From an optimization exercise on the open Yosys and OpenROAD flow, aimed at a short achievable clock period and few clock cycles per item; shortcuts taken in it are not production practice.
The RTL of this run was laid out without a check of its function.
Power figures rest on the tool's default switching activity, not on a simulated workload.

<file path="flow/design.v">
package cpu_pkg;
    localparam int data_w     = 32;
    localparam int reg_addr_w = 4;
    localparam int imm_w      = 10;
    localparam int opcode_w   = 7;
    localparam int num_regs   = 1 << reg_addr_w;
    localparam int flag_w     = 4;
    localparam logic [opcode_w-1:0] OP_NOP   = 7'h00;
    localparam logic [opcode_w-1:0] OP_HLT   = 7'h01;
    localparam logic [opcode_w-1:0] OP_MOV_I = 7'h02;
    localparam logic [opcode_w-1:0] OP_ADD_I = 7'h08;
    localparam logic [opcode_w-1:0] OP_SUB_I = 7'h09;
    localparam logic [opcode_w-1:0] OP_ADD_R = 7'h18;
    localparam logic [opcode_w-1:0] OP_SUB_R = 7'h19;
    localparam logic [opcode_w-1:0] OP_AND_R = 7'h1a;
    localparam logic [opcode_w-1:0] OP_ORR_R = 7'h1b;
    localparam logic [opcode_w-1:0] OP_XOR_R = 7'h1c;
    localparam logic [opcode_w-1:0] OP_CMP_R = 7'h1d;
    localparam int op_a_rn_bit  = 3;
    localparam int op_b_rm_bit  = 4;
    localparam int op_store_bit = 5;
    localparam int op_mem_bit   = 6;
endpackage
`timescale 1ns/10ps
import cpu_pkg::*;
module register_file
(
    input  logic                  clk,
    input  logic                  rst_n,
    input  logic                  we_a,
    input  logic [reg_addr_w-1:0] wa_a,
    input  logic [data_w-1:0]     wd_a,
    input  logic                  we_b,
    input  logic [reg_addr_w-1:0] wa_b,
    input  logic [data_w-1:0]     wd_b,
    input  logic [reg_addr_w-1:0] ra_0,
    input  logic [reg_addr_w-1:0] ra_1,
    input  logic [reg_addr_w-1:0] ra_2,
    output logic [data_w-1:0]     rd_0,
    output logic [data_w-1:0]     rd_1,
    output logic [data_w-1:0]     rd_2
);
    logic [data_w-1:0] regs [num_regs];
    always_ff @(posedge clk or negedge rst_n) begin
        if (!rst_n) begin
            for (int i = 0; i < num_regs; i++) begin
                regs[i] <= '0;
            end
        end else begin
            for (int i = 0; i < num_regs; i++) begin
                if (we_a && wa_a == i[reg_addr_w-1:0]) begin
                    regs[i] <= wd_a;
                end else if (we_b && wa_b == i[reg_addr_w-1:0]) begin
                    regs[i] <= wd_b;
                end
            end
        end
    end
    assign rd_0 = regs[ra_0];
    assign rd_1 = regs[ra_1];
    assign rd_2 = regs[ra_2];
endmodule
`timescale 1ns/10ps
import cpu_pkg::*;
module cpu_top
(
    input  logic              clk,
    input  logic              rst_n,
    output logic              wb_cyc,
    output logic              wb_stb,
    output logic              wb_we,
    output logic [data_w-1:0] wb_adr,
    output logic [data_w-1:0] wb_dat_o,
    input  logic [data_w-1:0] wb_dat_i,
    input  logic              wb_ack,
    output logic              halted,
    output logic [flag_w-1:0] status_flags
);
    localparam int fq_n = 3;
    localparam int fq_cap = fq_n + 1;
    logic                  bus_cyc;
    logic                  bus_fetch;   
    logic                  bus_ld;      
    logic                  bus_we;
    logic [data_w-1:0]     bus_adr;
    logic [data_w-1:0]     bus_dat;
    logic [reg_addr_w-1:0] bus_rd;      
    logic [data_w-1:0]     pc_f;        
    assign wb_cyc   = bus_cyc;
    assign wb_stb   = bus_cyc;
    assign wb_we    = bus_we;
    assign wb_adr   = bus_adr;
    assign wb_dat_o = bus_dat;
    logic stall;
    logic push;
    logic ld_wr;
    assign stall = bus_cyc & ~wb_ack;
    assign push  = bus_fetch & wb_ack;
    assign ld_wr = bus_ld & wb_ack;
    logic [data_w-1:0]     fq [fq_n];
    logic [2:0]            fq_cnt;
    logic                  v_d;
    logic [data_w-1:0]     ir_d;
    logic                  stop;        
    logic [opcode_w-1:0]   d_op;
    logic [reg_addr_w-1:0] d_rd, d_rn, d_rm;
    assign d_op = ir_d[31:25];
    assign d_rd = ir_d[24:21];
    assign d_rn = ir_d[20:17];
    assign d_rm = ir_d[16:13];
    logic d_mem, d_store, d_load, d_hlt, d_cmp, d_logic, d_sub, d_wrd, d_wbase;
    logic d_use_rn, d_use_rm;
    logic [1:0] d_lop;
    always_comb begin
        d_mem    = d_op[op_mem_bit];
        d_store  = d_mem & d_op[op_store_bit];
        d_load   = d_mem & ~d_op[op_store_bit];
        d_hlt    = (d_op == OP_HLT);
        d_cmp    = (d_op == OP_CMP_R);
        d_logic  = (d_op == OP_AND_R) | (d_op == OP_ORR_R) | (d_op == OP_XOR_R);
        d_lop    = (d_op == OP_AND_R) ? 2'd0 : (d_op == OP_ORR_R) ? 2'd1 : 2'd2;
        d_sub    = d_mem ? ~ir_d[11]
                         : ((d_op == OP_SUB_I) | (d_op == OP_SUB_R) | (d_op == OP_CMP_R));
        d_wrd    = (d_op == OP_MOV_I) | (d_op == OP_ADD_I) | (d_op == OP_SUB_I) |
                   (d_op == OP_ADD_R) | (d_op == OP_SUB_R) | d_logic;
        d_wbase  = d_mem & (~ir_d[12] | ir_d[10]);
        d_use_rn = d_op[op_a_rn_bit];
        d_use_rm = d_op[op_b_rm_bit];
    end
    logic                  v_e;
    logic                  e_we;        
    logic [reg_addr_w-1:0] e_wreg;
    logic                  e_mem, e_store, e_load, e_P, e_logic, e_sub, e_cmp, e_hlt;
    logic [1:0]            e_lop;
    logic [reg_addr_w-1:0] e_rd;
    logic [data_w-1:0]     e_a, e_b, e_s;
    logic [data_w-1:0] b_eff;
    logic [data_w:0]   sum_w;
    logic [data_w-1:0] sum;
    logic [data_w-1:0] lres;
    logic [data_w-1:0] e_wval;
    logic [data_w-1:0] e_addr;
    assign b_eff  = e_b ^ {data_w{e_sub}};
    assign sum_w  = {1'b0, e_a} + {1'b0, b_eff} + {{data_w{1'b0}}, e_sub};
    assign sum    = sum_w[data_w-1:0];
    assign lres   = (e_lop == 2'd0) ? (e_a & e_b) :
                    (e_lop == 2'd1) ? (e_a | e_b) : (e_a ^ e_b);
    assign e_wval = e_logic ? lres : sum;
    assign e_addr = e_P ? sum : e_a;
    logic [data_w-1:0] rf_n, rf_m, rf_d;
    register_file u_regs (
        .clk  (clk),
        .rst_n(rst_n),
        .we_a (v_e & e_we & ~stall),
        .wa_a (e_wreg),
        .wd_a (e_wval),
        .we_b (ld_wr),
        .wa_b (bus_rd),
        .wd_b (wb_dat_i),
        .ra_0 (d_rn),
        .ra_1 (d_rm),
        .ra_2 (d_rd),
        .rd_0 (rf_n),
        .rd_1 (rf_m),
        .rd_2 (rf_d)
    );
    logic hit_e_n, hit_e_m, hit_e_d, hit_l_n, hit_l_m, hit_l_d;
    assign hit_e_n = v_e & e_we & (e_wreg == d_rn);
    assign hit_e_m = v_e & e_we & (e_wreg == d_rm);
    assign hit_e_d = v_e & e_we & (e_wreg == d_rd);
    assign hit_l_n = bus_ld & (bus_rd == d_rn);
    assign hit_l_m = bus_ld & (bus_rd == d_rm);
    assign hit_l_d = bus_ld & (bus_rd == d_rd);
    logic [data_w-1:0] val_n, val_m, val_d;
    assign val_n = hit_e_n ? e_wval : hit_l_n ? wb_dat_i : rf_n;
    assign val_m = hit_e_m ? e_wval : hit_l_m ? wb_dat_i : rf_m;
    assign val_d = hit_e_d ? e_wval : hit_l_d ? wb_dat_i : rf_d;
    logic hazard;
    assign hazard = v_e & e_load &
                    ((d_use_rn & (d_rn == e_rd)) |
                     (d_use_rm & (d_rm == e_rd)) |
                     (d_store  & (d_rd == e_rd)));
    logic d_go;
    assign d_go = v_d & ~stop & ~hazard & ~stall;
    always_ff @(posedge clk or negedge rst_n) begin
        if (!rst_n) begin
            v_e     <= 1'b0;
            e_we    <= 1'b0;
            e_mem   <= 1'b0;
            e_store <= 1'b0;
            e_load  <= 1'b0;
            e_cmp   <= 1'b0;
            e_hlt   <= 1'b0;
            stop    <= 1'b0;
        end else if (!stall) begin
            v_e     <= d_go;
            e_we    <= d_go & (d_wrd | d_wbase);
            e_mem   <= d_go & d_mem;
            e_store <= d_go & d_store;
            e_load  <= d_go & d_load;
            e_cmp   <= d_go & d_cmp;
            e_hlt   <= d_go & d_hlt;
            if (d_go & d_hlt) begin
                stop <= 1'b1;
            end
        end
    end
    always_ff @(posedge clk) begin
        if (d_go) begin
            e_wreg  <= d_mem ? d_rn : d_rd;
            e_rd    <= d_rd;
            e_P     <= ir_d[12];
            e_logic <= d_logic;
            e_lop   <= d_lop;
            e_sub   <= d_sub;
            e_a     <= d_use_rn ? val_n : '0;
            e_b     <= d_use_rm ? val_m : {{(data_w - imm_w){1'b0}}, ir_d[imm_w-1:0]};
            e_s     <= val_d;
        end
    end
    logic d_free;
    assign d_free = ~v_d | d_go;
    always_ff @(posedge clk or negedge rst_n) begin
        if (!rst_n) begin
            v_d    <= 1'b0;
            fq_cnt <= '0;
        end else if (!stall) begin
            if (d_free) begin
                if (fq_cnt != 0) begin
                    v_d    <= 1'b1;
                    fq_cnt <= fq_cnt - 3'd1 + {2'b0, push};
                end else begin
                    v_d    <= push;
                end
            end else begin
                fq_cnt <= fq_cnt + {2'b0, push};
            end
        end
    end
    always_ff @(posedge clk) begin
        if (!stall) begin
            if (d_free) begin
                if (fq_cnt != 0) begin
                    ir_d <= fq[0];
                    for (int i = 0; i < fq_n - 1; i++) begin
                        fq[i] <= fq[i + 1];
                    end
                    if (push) begin
                        fq[fq_cnt - 3'd1] <= wb_dat_i;
                    end
                end else if (push) begin
                    ir_d <= wb_dat_i;
                end
            end else if (push) begin
                fq[fq_cnt] <= wb_dat_i;
            end
        end
    end
    logic room;
    assign room = ({2'b0, v_d} + fq_cnt + {2'b0, bus_fetch}) < fq_cap[2:0];
    always_ff @(posedge clk or negedge rst_n) begin
        if (!rst_n) begin
            bus_cyc   <= 1'b0;
            bus_fetch <= 1'b0;
            bus_ld    <= 1'b0;
            bus_we    <= 1'b0;
            pc_f      <= '0;
        end else if (!stall) begin
            if (v_e & e_mem) begin
                bus_cyc   <= 1'b1;
                bus_fetch <= 1'b0;
                bus_ld    <= e_load;
                bus_we    <= e_store;
            end else if (!stop && room) begin
                bus_cyc   <= 1'b1;
                bus_fetch <= 1'b1;
                bus_ld    <= 1'b0;
                bus_we    <= 1'b0;
                pc_f      <= pc_f + 32'd4;
            end else begin
                bus_cyc   <= 1'b0;
                bus_fetch <= 1'b0;
                bus_ld    <= 1'b0;
                bus_we    <= 1'b0;
            end
        end
    end
    always_ff @(posedge clk) begin
        if (!stall) begin
            bus_adr <= (v_e & e_mem) ? e_addr : pc_f;
            bus_dat <= e_s;
            bus_rd  <= e_rd;
        end
    end
    logic [data_w-1:0] cmp_res;
    logic              cmp_c, cmp_v, cmp_new;
    always_ff @(posedge clk) begin
        if (v_e & e_cmp & ~stall) begin
            cmp_res <= sum;
            cmp_c   <= sum_w[data_w];
            cmp_v   <= (e_a[data_w-1] == b_eff[data_w-1]) & (sum[data_w-1] != e_a[data_w-1]);
        end
    end
    always_ff @(posedge clk or negedge rst_n) begin
        if (!rst_n) begin
            cmp_new      <= 1'b0;
            status_flags <= '0;
            halted       <= 1'b0;
        end else begin
            cmp_new <= v_e & e_cmp & ~stall;
            if (cmp_new) begin
                status_flags <= {cmp_res[data_w-1], (cmp_res == '0), cmp_c, cmp_v};
            end
            if (v_e & e_hlt & ~stall) begin
                halted <= 1'b1;
            end
        end
    end
endmodule
</file>
<file path="flow/run.sh">
#!/bin/bash
# synth_recipe.tcl (not shown) runs the flow's synth.tcl, then flattens the netlist and writes it again
# the make line also repeats each setting of config.mk as NAME=value (left out here)
make -C /OpenROAD-flow-scripts/flow DESIGN_CONFIG=/design/flow/config.mk WORK_HOME=/design/flow/orfs CLKGATE_MAP_FILE= SYNTH_SCRIPT=/design/flow/synth_recipe.tcl finish
</file>
<file path="flow/config.mk">
export PLATFORM = sky130hd
export DESIGN_NAME = cpu_top
export DESIGN_NICKNAME = cpu_top
export VERILOG_FILES = /design/flow/design.v
export SDC_FILE = /design/flow/constraint.sdc
export NUM_CORES = 4
export LEC_CHECK = 0
export CAP_MARGIN = 20
export CELL_PAD_IN_SITES_DETAIL_PLACEMENT = 1
export CELL_PAD_IN_SITES_GLOBAL_PLACEMENT = 2
export CORE_MARGIN = 2
export CORE_UTILIZATION = 30
export SETUP_SLACK_MARGIN = 5
export SLEW_MARGIN = 20
</file>
<file path="flow/constraint.sdc">
create_clock -name core_clock -period 9.0 [get_ports {clk}]
set_input_delay 1.8000 -clock core_clock [delete_from_list [all_inputs] [get_ports {clk}]]
set_output_delay 1.8000 -clock core_clock [all_outputs]
set_load 0.01 [all_outputs]
</file>
==> flow_summary.json <==
{
  "leakage_nw": 24.9,
  "ys_warn_count": 3,
  "drtPass1Iterations": 6,
  "synth_area_um2": 55000,
  "cts_max_level": 3,
  "rows": 157,
  "start_util": 0.301,
  "via_per_inst": 6.43,
  "cts_buffer_depth": 3,
  "syn_to_final_growth_pct": 15.5,
  "fillers": 20300,
  "stdcell_count": 8119,
  "skew_ps": 51.5,
  "switching_power_mw": 16.0,
  "drv_slew": 0,
  "cp-end-kind": "flip-flop",
  "grt_use_total": 0.327,
  "synth.top_cell.area_share": 0.256,
  "async_reset_ff_frac": 0.625,
  "synth_top_area_cell": "dfrtp_1",
  "clk_pin_slew_ps": 60,
  "cts_tree": "done",
  "die_x_um": 432,
  "coreArea_um2": 183000,
  "drv_cap": 0,
  "syn_avg_cell_area_um2": 9.59,
  "hp-class": "reg2reg",
  "dp.cells": 7862,
  "slew_headroom": 0.154,
  "grt-ovfl-total": 0,
  "layout.nets": 5775,
  "crit_fanout": 51,
  "die-height_um": 432,
  "power_density_nw_per_um2": 477,
  "grt_pass1_wl_um": 430000,
  "finalCritPeriodShare": 0.452,
  "p_clk_frac": 0.155,
  "post-route-min-period_ps": 4070,
  "grt_pass1_vias": 51400,
  "root_buffer": "clkbuf_16",
  "drc": 0,
  "start_kind": "input pin",
  "rsz0062_at_grt": "yes",
  "synthTopCellsByArea": "dfrtp_1 26%, edfxtp_1 18%, mux2i_1 7.4%",
  "clkLatencyLatePin_ps": 780,
  "postRouteAntennaNets": 0,
  "status": "timing/DRC/antenna clean",
  "synth_cell_type_count": 103,
  "switching_share": 0.528,
  "syn_inst": 5736,
  "mostFrequentLayoutCells": "564 x dfrtp_1, 559 x nand2_1, 518 x a22oi_1, 479 x o21ai_0, 407 x mux2i_1",
  "place_congestion": 0.893,
  "final-setup-viol-count": 0,
  "fmax_mhz": 246,
  "io_pins": 107,
  "synth-edff-count": 339,
  "pwr-share-comb": 0.569,
  "layout_commonest_cell": "dfrtp_1",
  "synth-seq-cells": 903,
  "cts_buffers": 109,
  "routed_wl_um": 314000,
  "dieArea_um2": 187000,
  "first_iter_violations": 6828,
  "antenna_found_initial": 30,
  "portBuffers": 106,
  "finalHoldViolations": 0,
  "seq_power_share": 0.276,
  "dp_hpwl_um": 187000,
  "ys_seq_area_frac": 0.441,
  "via_count": 52200,
  "synthesis.nets": 5873,
  "synth_ff_type": "dfrtp_1",
  "drive_gt1_frac": 0.144,
  "criticalPathCategory": "in2reg",
  "cts.sinks": 903,
  "arrival_ps": 4680,
  "internal_power_mw": 14.3,
  "avgRoutedWirePerCell_um": 38.6,
  "required_ps": 9610,
  "ir_drop_uv": 295,
  "finalSetupTns_ps": 0,
  "grt_max_degree": 164,
  "tightest_slew_ps": 1260
}
==> final timing paths <==
| check | to | cells after the start | from | slack (ps) |
|---|---|---|---|---|
| max in group asynchronous | u_regs.regs[7][3] | 3 | rst_n | 5780 |
| min reg2reg | bus_dat[11] | 0 | e_s[11] | 420 |
| max | u_regs.regs[5][0] | 8 | wb_ack | 4930 |
| min in group asynchronous | e_cmp | 1 | rst_n | 1010 |
| min | bus_dat[11] | 0 | e_s[11] | 420 |
| max reg2reg | e_b[14] | 10 | ir_d[13] | 4930 |
==> flip-flops by register name (all words and copies together), names as in the netlist, 2 cells and up <==
| register | count |
|---|---|
| fq | 96 |
| e_lop | 2 |
| bus_adr | 32 |
| u_regs.regs | 512 |
| e_b | 32 |
| ir_d | 32 |
| bus_dat | 32 |
| e_a | 32 |
| e_wreg | 4 |
| e_rd | 4 |
| e_s | 32 |
| bus_rd | 4 |
| cmp_res | 32 |
| status_flags | 4 |
| pc_f | 30 |
| fq_cnt | 3 |
==> final cells by class <==
class / count / area [um2] / area share
multi-input cells: 4134 / 28900 / 0.454
flip-flops and latches: 903 / 24300 / 0.382
clock buffers: 155 / 3200 / 0.0504
repair buffers: 364 / 3190 / 0.0502
well taps: 2385 / 2980 / 0.0470
clock inverters: 43 / 488 / 0.00768
inverters: 126 / 480 / 0.00756
diodes: 9 / 22.5 / 0.000354
==> synthesized netlist by cell type (11+ instances only) <==
cell type,number
nor4b_1,11
a21o_1,12
nor3_1,41
a211oi_1,112
xnor2_1,53
edfxtp_1,339
o211ai_1,57
nand2b_1,17
buf_2,99
a21oi_1,400
mux2_2,192
nor2b_1,92
inv_1,124
a22o_1,74
o211a_1,13
o21ai_0,486
dfrtp_1,564
and3_1,12
nor2_1,266
nand4_1,141
nand2_1,564
ha_1,101
o22ai_1,82
mux2i_1,409
o21ai_2,11
xor2_1,68
nand3_1,113
a22oi_1,518
clkbuf_1,417
buf_1,46
nor4_1,19
a221oi_1,80
==> kinds of logic (layout without fill, tap and decap cells) <==
logic type                 count (synthesis)  after routing  share of synthesized area
adders and majority gates                102            102                     0.0233
xor gates and xnor gates                 124            124                     0.0201
and+or+nand+nor                         1353           1358                      0.117
other                                      0              9                          0
DFF                                      903            903                      0.441
buffers and inverters                    704            688                     0.0515
muxes                                    610            610                      0.116
AOI/OAI and AO/OA                       1940           1940                      0.231
==> worst max-delay path: stages <==
cell	delay (ps)
clkdlybuf4s15_2	330
nor2b_4	120
nor2_1	580
nand2_1	170
or2_1	490
nor2_4	310
buf_6	550
o21ai_0	230
==> metrics by stage <==
stage                     setup WS (ps)  hold WS, ps  cell area [um2]  total power [mW]  utilization
after floorplan                    4850          400            55100              16.5            -
after global placement             3510          405            59000              24.0        0.323
after detailed placement           3450          405            59000              24.3        0.323
after CTS                          4970          420            63200              29.4        0.346
after global routing               4950          427            63500              31.4        0.348
final                              4930          418            63500              30.3        0.348
==> per-layer routing <==
layer  up-vias  wire length [um]  track usage
met5         -               195      0.00625
met4        12             16900        0.153
met3       866             32400       0.0996
met2      3122            135000        0.492
met1     26900            129000        0.428
li1      21300                 -            -
==> power groups by stage <==
| stage | clock [mW] | sequential [mW] | combinational [mW] |
|---|---|---|---|
| finish | 4.70 | 8.36 | 17.3 |
| CTS | 4.77 | 8.28 | 16.3 |
| floorplan | 0 | 7.59 | 8.89 |
| global route | 4.92 | 8.51 | 18.0 |
| global placement | 0 | 8.34 | 15.7 |
| detailed placement | 0 | 8.36 | 15.9 |
==> repair_timing <==
action | in CTS | in global routing
endpoints found under the setup margin | 759 | 249
buffers inserted | 29 | 15
cloned | 5 | 1
pin swaps | 16 | 6
gates resized for setup | 36 | 36
hold buffers | 0 | 0

re-timing with driven ports:
The results above use ideal ports. As a check the final layout listed here was re-extracted and re-timed, cells and wires unchanged.
Step 1 sets driving cells, clkbuf_16 on the clock port and buf_2 on the other inputs (assumed; they add their load-dependent delay and slew).
Step 2, shift: input delay + t, output delay - t, t = (earliest + latest rising clock arrival at the registers) / 2. This alone moves slack from input paths to output paths.
Slacks: ideal / step 1 / step 2; pairs: ideal / step 1.
t (ns): 0.847
setup WS [ns]: 4.929 / 4.929 / 4.126
worst data-port slew with drivers (ns): 0.18
After both steps this run still meets setup and hold. For this run, drivers alone change the setup slack by 0.000 ns; drivers and shift together by -0.803 ns.
